What follows belongs to an exercise in optimizing a design on an open flow for a short achievable clock period and few clock cycles per item; a production flow would make more cautious choices. Function was checked by simulation only, so behaviour that the tests miss may differ from the original. Power figures rest on the tool's default switching activity, not on a simulated workload.

### flow/run.sh
#!/bin/bash
# synth_recipe.tcl (not shown) runs the flow's synth.tcl, then flattens the netlist and writes it again
# the make line also repeats each setting of config.mk as NAME=value (left out here)
make -C /OpenROAD-flow-scripts/flow DESIGN_CONFIG=/design/flow/config.mk WORK_HOME=/design/flow/orfs CLKGATE_MAP_FILE= SYNTH_SCRIPT=/design/flow/synth_recipe.tcl finish
### flow/config.mk
export PLATFORM = sky130hd
export DESIGN_NAME = luby_restart_scheduler
export DESIGN_NICKNAME = luby_restart_scheduler
export VERILOG_FILES = /design/flow/design.v
export SDC_FILE = /design/flow/constraint.sdc
export NUM_CORES = 4
export LEC_CHECK = 0
export CAP_MARGIN = 20
export CORE_MARGIN = 2
export CORE_UTILIZATION = 40
export SLEW_MARGIN = 20
### flow/constraint.sdc
create_clock -name core_clock -period 5.0 [get_ports {clk}]
set_input_delay 1.0000 -clock core_clock [delete_from_list [all_inputs] [get_ports {clk}]]
set_output_delay 1.0000 -clock core_clock [all_outputs]
set_load 0.01 [all_outputs]
### flow/design.v
`timescale 1ns / 1ps
`default_nettype none
package lrs_pkg;
    localparam int LRS_INDEX_BITS = 32;
    localparam int LRS_COUNT_W    = 48;
    localparam int LRS_UNIT_W     = 16;
    localparam int LRS_TOTAL_W    = 32;
    localparam int LRS_LIMIT_W    = LRS_COUNT_W + 1;
    localparam logic [LRS_UNIT_W-1:0] LRS_UNIT_RESET = LRS_UNIT_W'(100);
    typedef enum logic [2:0] {
        S_IDLE,
        S_CHECK,
        S_LUBY,
        S_SHIFT,
        S_UPDATE,
        S_DONE
    } lrs_state_t;
    typedef enum logic [1:0] {
        L_IDLE,
        L_GROW,
        L_REDUCE
    } lrs_luby_state_t;
endpackage
`default_nettype wire
`timescale 1ns / 1ps
`default_nettype none
import lrs_pkg::*;
module lrs_luby_unit #(
    parameter int INDEX_BITS = 32,
    parameter int SEQ_W      = 6
) (
    input  wire logic                  clk,
    input  wire logic                  rst_n,
    input  wire logic                  start,
    input  wire logic [INDEX_BITS-1:0] idx,
    output logic                       done,
    output logic [SEQ_W-1:0]           seq
);
    lrs_pkg::lrs_luby_state_t state_reg, state_next;
    logic [INDEX_BITS:0]   span_reg, span_next;
    logic [INDEX_BITS-1:0] idx_reg, idx_next;
    logic [SEQ_W-1:0]      seq_reg, seq_next;
    logic                  grow_more;
    logic                  reduce_hit;
    logic [INDEX_BITS:0]   span_half;
    logic                  idx_ge;
    assign grow_more  = span_reg <= {1'b0, idx_reg};
    assign reduce_hit = {span_reg[INDEX_BITS:1], 1'b0} == {1'b0, idx_reg};
    assign span_half  = {1'b0, span_reg[INDEX_BITS:1]};
    assign idx_ge     = {1'b0, idx_reg} >= span_half;
    always_comb
    begin
        state_next = state_reg;
        unique case (state_reg)
            L_IDLE:
            begin
                if (start)
                    state_next = L_GROW;
            end
            L_GROW:
            begin
                if (!grow_more)
                    state_next = L_REDUCE;
            end
            L_REDUCE:
            begin
                if (reduce_hit)
                    state_next = L_IDLE;
            end
            default: state_next = L_IDLE;
        endcase
    end
    always_comb
    begin
        span_next = span_reg;
        idx_next  = idx_reg;
        seq_next  = seq_reg;
        done      = 1'b0;
        unique case (state_reg)
            L_IDLE:
            begin
                if (start)
                begin
                    span_next = (INDEX_BITS+1)'(1);
                    idx_next  = idx;
                    seq_next  = '0;
                end
            end
            L_GROW:
            begin
                if (grow_more)
                begin
                    span_next = {span_reg[INDEX_BITS-1:0], 1'b1};
                    seq_next  = seq_reg + SEQ_W'(1);
                end
            end
            L_REDUCE:
            begin
                if (reduce_hit)
                    done = 1'b1;
                else
                begin
                    span_next = span_half;
                    seq_next  = seq_reg - SEQ_W'(1);
                    if (idx_ge)
                        idx_next = idx_reg - span_half[INDEX_BITS-1:0];
                end
            end
            default: done = 1'b0;
        endcase
    end
    always_ff @(posedge clk or negedge rst_n)
    begin
        if (!rst_n)
            state_reg <= L_IDLE;
        else
            state_reg <= state_next;
    end
    always_ff @(posedge clk)
    begin
        span_reg <= span_next;
        idx_reg  <= idx_next;
        seq_reg  <= seq_next;
    end
    assign seq = seq_reg;
endmodule
`default_nettype wire
`timescale 1ns / 1ps
`default_nettype none
import lrs_pkg::*;
module luby_restart_scheduler #(
    parameter int INDEX_BITS = lrs_pkg::LRS_INDEX_BITS
) (
    input  wire logic                              clk,
    input  wire logic                              rst_n,
    input  wire logic                              cfg_wr_en,
    input  wire logic [lrs_pkg::LRS_UNIT_W-1:0]    cfg_wr_data,
    input  wire logic                              in_valid,
    output logic                                   in_ready,
    input  wire logic [lrs_pkg::LRS_COUNT_W-1:0]   conflict_count,
    output logic                                   out_valid,
    input  wire logic                              out_ready,
    output logic                                   restart,
    output logic [lrs_pkg::LRS_TOTAL_W-1:0]        restart_total
);
    localparam int SEQ_W = $clog2(INDEX_BITS + 1);
    localparam int GAP_W = LRS_UNIT_W + INDEX_BITS;
    lrs_pkg::lrs_state_t state_reg, state_next;
    logic [LRS_UNIT_W-1:0]  unit_reg;
    logic [LRS_COUNT_W-1:0] count_reg;
    logic [LRS_LIMIT_W-1:0] limit_reg;
    logic [INDEX_BITS-1:0]  index_reg;
    logic [LRS_TOTAL_W-1:0] total_reg;
    logic                   fire_reg;
    logic [GAP_W-1:0]       gap_reg;
    logic                   out_valid_reg;
    logic                   restart_reg;
    logic [LRS_TOTAL_W-1:0] restart_total_reg;
    logic                   fire;
    logic                   luby_start;
    logic                   luby_done;
    logic [SEQ_W-1:0]       luby_seq;
    logic                   slot_free;
    logic                   accept;
    logic                   load_out;
    logic                   do_update;
    assign fire      = {1'b0, count_reg} > limit_reg;
    assign slot_free = !out_valid_reg || out_ready;
    assign accept    = in_valid && in_ready;
    lrs_luby_unit #(
        .INDEX_BITS (INDEX_BITS),
        .SEQ_W      (SEQ_W)
    ) u_luby (
        .clk   (clk),
        .rst_n (rst_n),
        .start (luby_start),
        .idx   (index_reg),
        .done  (luby_done),
        .seq   (luby_seq)
    );
    always_comb
    begin
        state_next = state_reg;
        unique case (state_reg)
            S_IDLE:
            begin
                if (in_valid)
                    state_next = S_CHECK;
            end
            S_CHECK:  state_next = fire ? S_LUBY : S_DONE;
            S_LUBY:
            begin
                if (luby_done)
                    state_next = S_SHIFT;
            end
            S_SHIFT:  state_next = S_UPDATE;
            S_UPDATE: state_next = S_DONE;
            S_DONE:
            begin
                if (slot_free)
                    state_next = S_IDLE;
            end
            default:  state_next = S_IDLE;
        endcase
    end
    always_comb
    begin
        in_ready   = 1'b0;
        luby_start = 1'b0;
        do_update  = 1'b0;
        load_out   = 1'b0;
        unique case (state_reg)
            S_IDLE:   in_ready   = 1'b1;
            S_CHECK:  luby_start = fire;
            S_LUBY:   in_ready   = 1'b0;
            S_SHIFT:  in_ready   = 1'b0;
            S_UPDATE: do_update  = 1'b1;
            S_DONE:   load_out   = slot_free;
            default:  in_ready   = 1'b0;
        endcase
    end
    always_ff @(posedge clk or negedge rst_n)
    begin
        if (!rst_n)
        begin
            state_reg     <= S_IDLE;
            unit_reg      <= LRS_UNIT_RESET;
            limit_reg     <= '0;
            index_reg     <= '0;
            total_reg     <= '0;
            out_valid_reg <= 1'b0;
        end
        else
        begin
            state_reg <= state_next;
            if (cfg_wr_en)
                unit_reg <= cfg_wr_data;
            if (do_update)
            begin
                limit_reg <= {1'b0, count_reg} + LRS_LIMIT_W'(gap_reg);
                if (index_reg != '1)
                    index_reg <= index_reg + INDEX_BITS'(1);
                if (total_reg != '1)
                    total_reg <= total_reg + LRS_TOTAL_W'(1);
            end
            if (load_out)
                out_valid_reg <= 1'b1;
            else if (out_ready)
                out_valid_reg <= 1'b0;
        end
    end
    always_ff @(posedge clk)
    begin
        if (accept)
            count_reg <= conflict_count;
        if (state_reg == S_CHECK)
            fire_reg <= fire;
        if (state_reg == S_SHIFT)
            gap_reg <= GAP_W'(unit_reg) << luby_seq;
        if (load_out)
        begin
            restart_reg       <= fire_reg;
            restart_total_reg <= total_reg;
        end
    end
    assign out_valid     = out_valid_reg;
    assign restart       = restart_reg;
    assign restart_total = restart_total_reg;
endmodule
`default_nettype wire
==> run notes <==
[per-layer routing]
| layer | global-route usage [%] | wire length (um) | up-vias |
|---|---|---|---|
| li1 | - | - | 7551 |
| met1 | 27.3 | 24000 | 7414 |
| met2 | 31.9 | 24400 | 340 |
| met3 | 3.13 | 2490 | 68 |
| met4 | 6.09 | 1330 | 0 |
| met5 | 0 | 0 | - |
[layout by cell type (no fill, tap or decap), types with 7 or more instances in the layout]
cell type	instances
a31oi_1	17
nand2_1	146
and4_1	10
nor4_1	7
o31ai_1	16
nand2b_1	18
mux2i_1	16
edfxtp_1	201
or2_2	11
o211ai_1	10
a21oi_1	120
xor2_1	44
mux2_2	50
buf_4	16
o22ai_1	16
o21a_1	11
nand3_1	56
clkdlybuf4s50_1	102
nand3b_1	7
ha_1	169
clkbuf_16	42
or3_1	8
a22oi_1	42
nor2_1	126
and3_1	13
dfrtp_1	132
clkbuf_1	11
inv_1	156
nand4_1	53
a21o_1	85
o21ai_0	98
o21bai_1	13
and2_1	11
xnor2_1	78
nor3_1	31
a211oi_1	15
nor2b_1	59
[stage by stage]
step	area, um^2	instances	hold WS, ps	total power, mW	utilization [%]
6_report	23700	2818	458	14.1	46.3
5_1_grt	23700	2817	480	15.2	46.3
2_1_floorplan	20700	2027	400	9.28	-
3_3_place_gp	22400	2741	457	11.1	43.7
3_5_place_dp	22400	2741	450	11.2	43.7
4_1_cts	23700	2816	464	14.2	46.3
[kinds of logic after synthesis]
| family | after synthesis |
|---|---|
| AO/OA/AOI/OAI | 504 |
| XOR/XNOR | 122 |
| adder cells (fa/ha/maj) | 173 |
| buffers and inverters | 243 |
| flip-flops | 336 |
| multiplexers | 70 |
| AND/OR/NAND/NOR | 579 |
[path summary, 6_finish.rpt]
check                      depth (start not counted)  slack [ps]                    end
setup / recovery                                  10        1140    u_luby.span_reg[24]
hold / removal                                     0         460  restart_total_reg[30]
setup reg to reg                                  10        1140    u_luby.span_reg[24]
hold reg to reg                                    0         460  restart_total_reg[30]
max in group asynchronous                          2        3520            unit_reg[6]
min in group asynchronous                          1         500          total_reg[14]
[critical path, cell delays in order (launching register included)]
cell      delay (ps)
edfxtp_1         420
ha_1             320
nand4_1          150
nor3_1           520
nand3_1          190
o221ai_1         200
nor3_1           110
buf_4            170
nor3_1           310
o211a_1          700
buf_4            420
[power by group]
| group | total [mW] | internal (mW) | switching [mW] |
|---|---|---|---|
| combinational | 6.54 | 2.66 | 3.89 |
| clock | 2.95 | 1.74 | 1.21 |
| sequential | 4.65 | 3.97 | 0.684 |
[final cells by class]
class                           count  area (um^2)
Sequential cell                   336         9420
Timing Repair Buffer              120         1170
Inverter                          158          593
Fill cell                        4785        27500
Clock buffer                       59         1170
Clock inverter                     16          154
Tap cell                          680          851
Multi-Input combinational cell   1448        10400
Antenna cell                        1         2.50
==> results_dict.tcl <==
set metrics [dict create \
    status "no timing/DRC/antenna violations" \
    die_area_mm2 0.0535 \
    largest_register_ff_count 49 \
    gr-usage-all-layers_pct 19.8 \
    cp-end-kind "register" \
    num_rows 83 \
    syn_inst 2027 \
    holdCritStartpoint "total_reg[30]" \
    synth_top_area_share_pct 29.2 \
    crit_fanout 21 \
    drv_cap 0 \
    drt-initial-drc-count 1168 \
    cts_sinks 336 \
    synth_cell_types 83 \
    worstSetupStartpointType "register" \
    finalNetCount 2347 \
    regToRegStartpoint "count_reg[14]" \
    powerDensity_mw_per_mm2 596 \
    clock_latency_ps 570 \
    synth_nets 2269 \
    cts_resized 0 \
    numCtsBuffers 41 \
    setup_ws_ps 1140 \
    gr-total-overflow 0 \
    io_buffers 103 \
    die_w_um 231 \
    postCtsHoldBufs 0 \
    rsz0062_at_grt "no" \
    final.period_utilization_pct 77.1 \
    dp_hpwl_um 38500 \
    muxShareOfSynthArea_pct 3.93 \
    max_freq_mhz 259 \
    grt_max_degree 82 \
    ant_nets 0 \
    cts_tree "yes" \
    grt_pass1_vias 15281 \
    cts_root_buffer "clkbuf_16" \
    worstPathRequired_ps 5240 \
    yosysMostFrequentCell "edfxtp_1" \
    cts.htree.levels 2 \
    setup_viol 0 \
    drive_gt1_share_pct 8.05 \
    grt_first_pass_wirelength_um 83700 \
    max_slew_margin_pct 31.0 \
    synth_fa_ha_area_share_pct 10.6 \
    synth-compound-area-share_pct 16.3 \
    worst_pin_slew_ps 1030 \
    wire_per_inst_um 18.5 \
    cts.clk_slew.worst_paths_ps 60 \
    synth.avg_cell_area_um2 10.2 \
    synth_top_family_by_area "compound AO/OA/AOI/OAI gates" \
    final-hold-violation-count 0 \
    cts.path.max_buffers 3 \
    place.gp.congestion 0.905 \
    via_per_inst 5.46 \
    drc 0 \
    start_util_pct 40.4 \
    synthSimpleGateAreaFrac_pct 14.0 \
    synth-main-ff-cell "edfxtp_1" \
    drt-total-wl_um 52200 \
    report.final.slew_viol_count 0 \
    vdd_drop_max_v 0.000252 \
    antenna_found_initial 1 \
    hp-class "register to register" \
    synth_top_area_cell "edfxtp_1" \
    arrival_ps 4090 \
    via_count 15373 \
    ys_warn_count 2 \
    die_y_um 231 \
    num_io_pins 104 \
    coreArea_mm2 0.0512 \
    final.setup.tns_ps 0 \
    synth-edff-count 201 \
    setup.worst_path.start "count_reg[14]" \
    dr.pass1.iters 6 \
    synth-async-reset-ratio_pct 40.2 \
    critPathKind "register to register" \
    ys_ff_latch 336 \
    yosys.area_share.xor_xnor_pct 5.17 \
    skew_ps 31.5 \
    pre_cts_ws_ps 1150 \
    syn_area_mm2 0.0207 \
    area.growth.synth_to_final_pct 14.7 \
    min_period_ps 3860 \
    ys_seq_area_share_pct 45.5 \
    ys_top_cells_by_count "201 x edfxtp_1, 170 x ha_1, 156 x inv_1, 147 x nand2_1, 132 x dfrtp_1" \
    ys_top_cells_by_area "edfxtp_1 29%, dfrtp_1 16%, ha_1 10%" \
    post_cts_buffers 0 \
    p_leak_nw 9.94 \
]
Testbench counts, summed over its fixed seeds: cycles 394,634, items 22,400.

[separate check: timing with driven ports]
The flow's constraints put no driver on any port. The routed layout listed below was extracted and timed again, unchanged, in two steps. Step 1 sets driving cells, clkbuf_16 on the clock port and buf_2 on the other inputs (assumed; they add their load-dependent delay and slew). Step 2 adds t to the input delays and takes it off the output delays; t is the mean of the earliest and latest rising clock arrival at the registers after step 1. Input paths then give back, and output paths get back, about the clock's delay inside the block. Slacks: ideal / step 1 / step 2; pairs: ideal / step 1.
t (ns): 0.617
slack for setup (ns): 1.143 / 1.143 / 1.143
hold slack, ns: 0.458 / 0.458 / 0.458
After both steps setup and hold are still met in this run. The setup slack of this run moves by 0.000 ns with the drivers and by 0.000 ns with both steps.
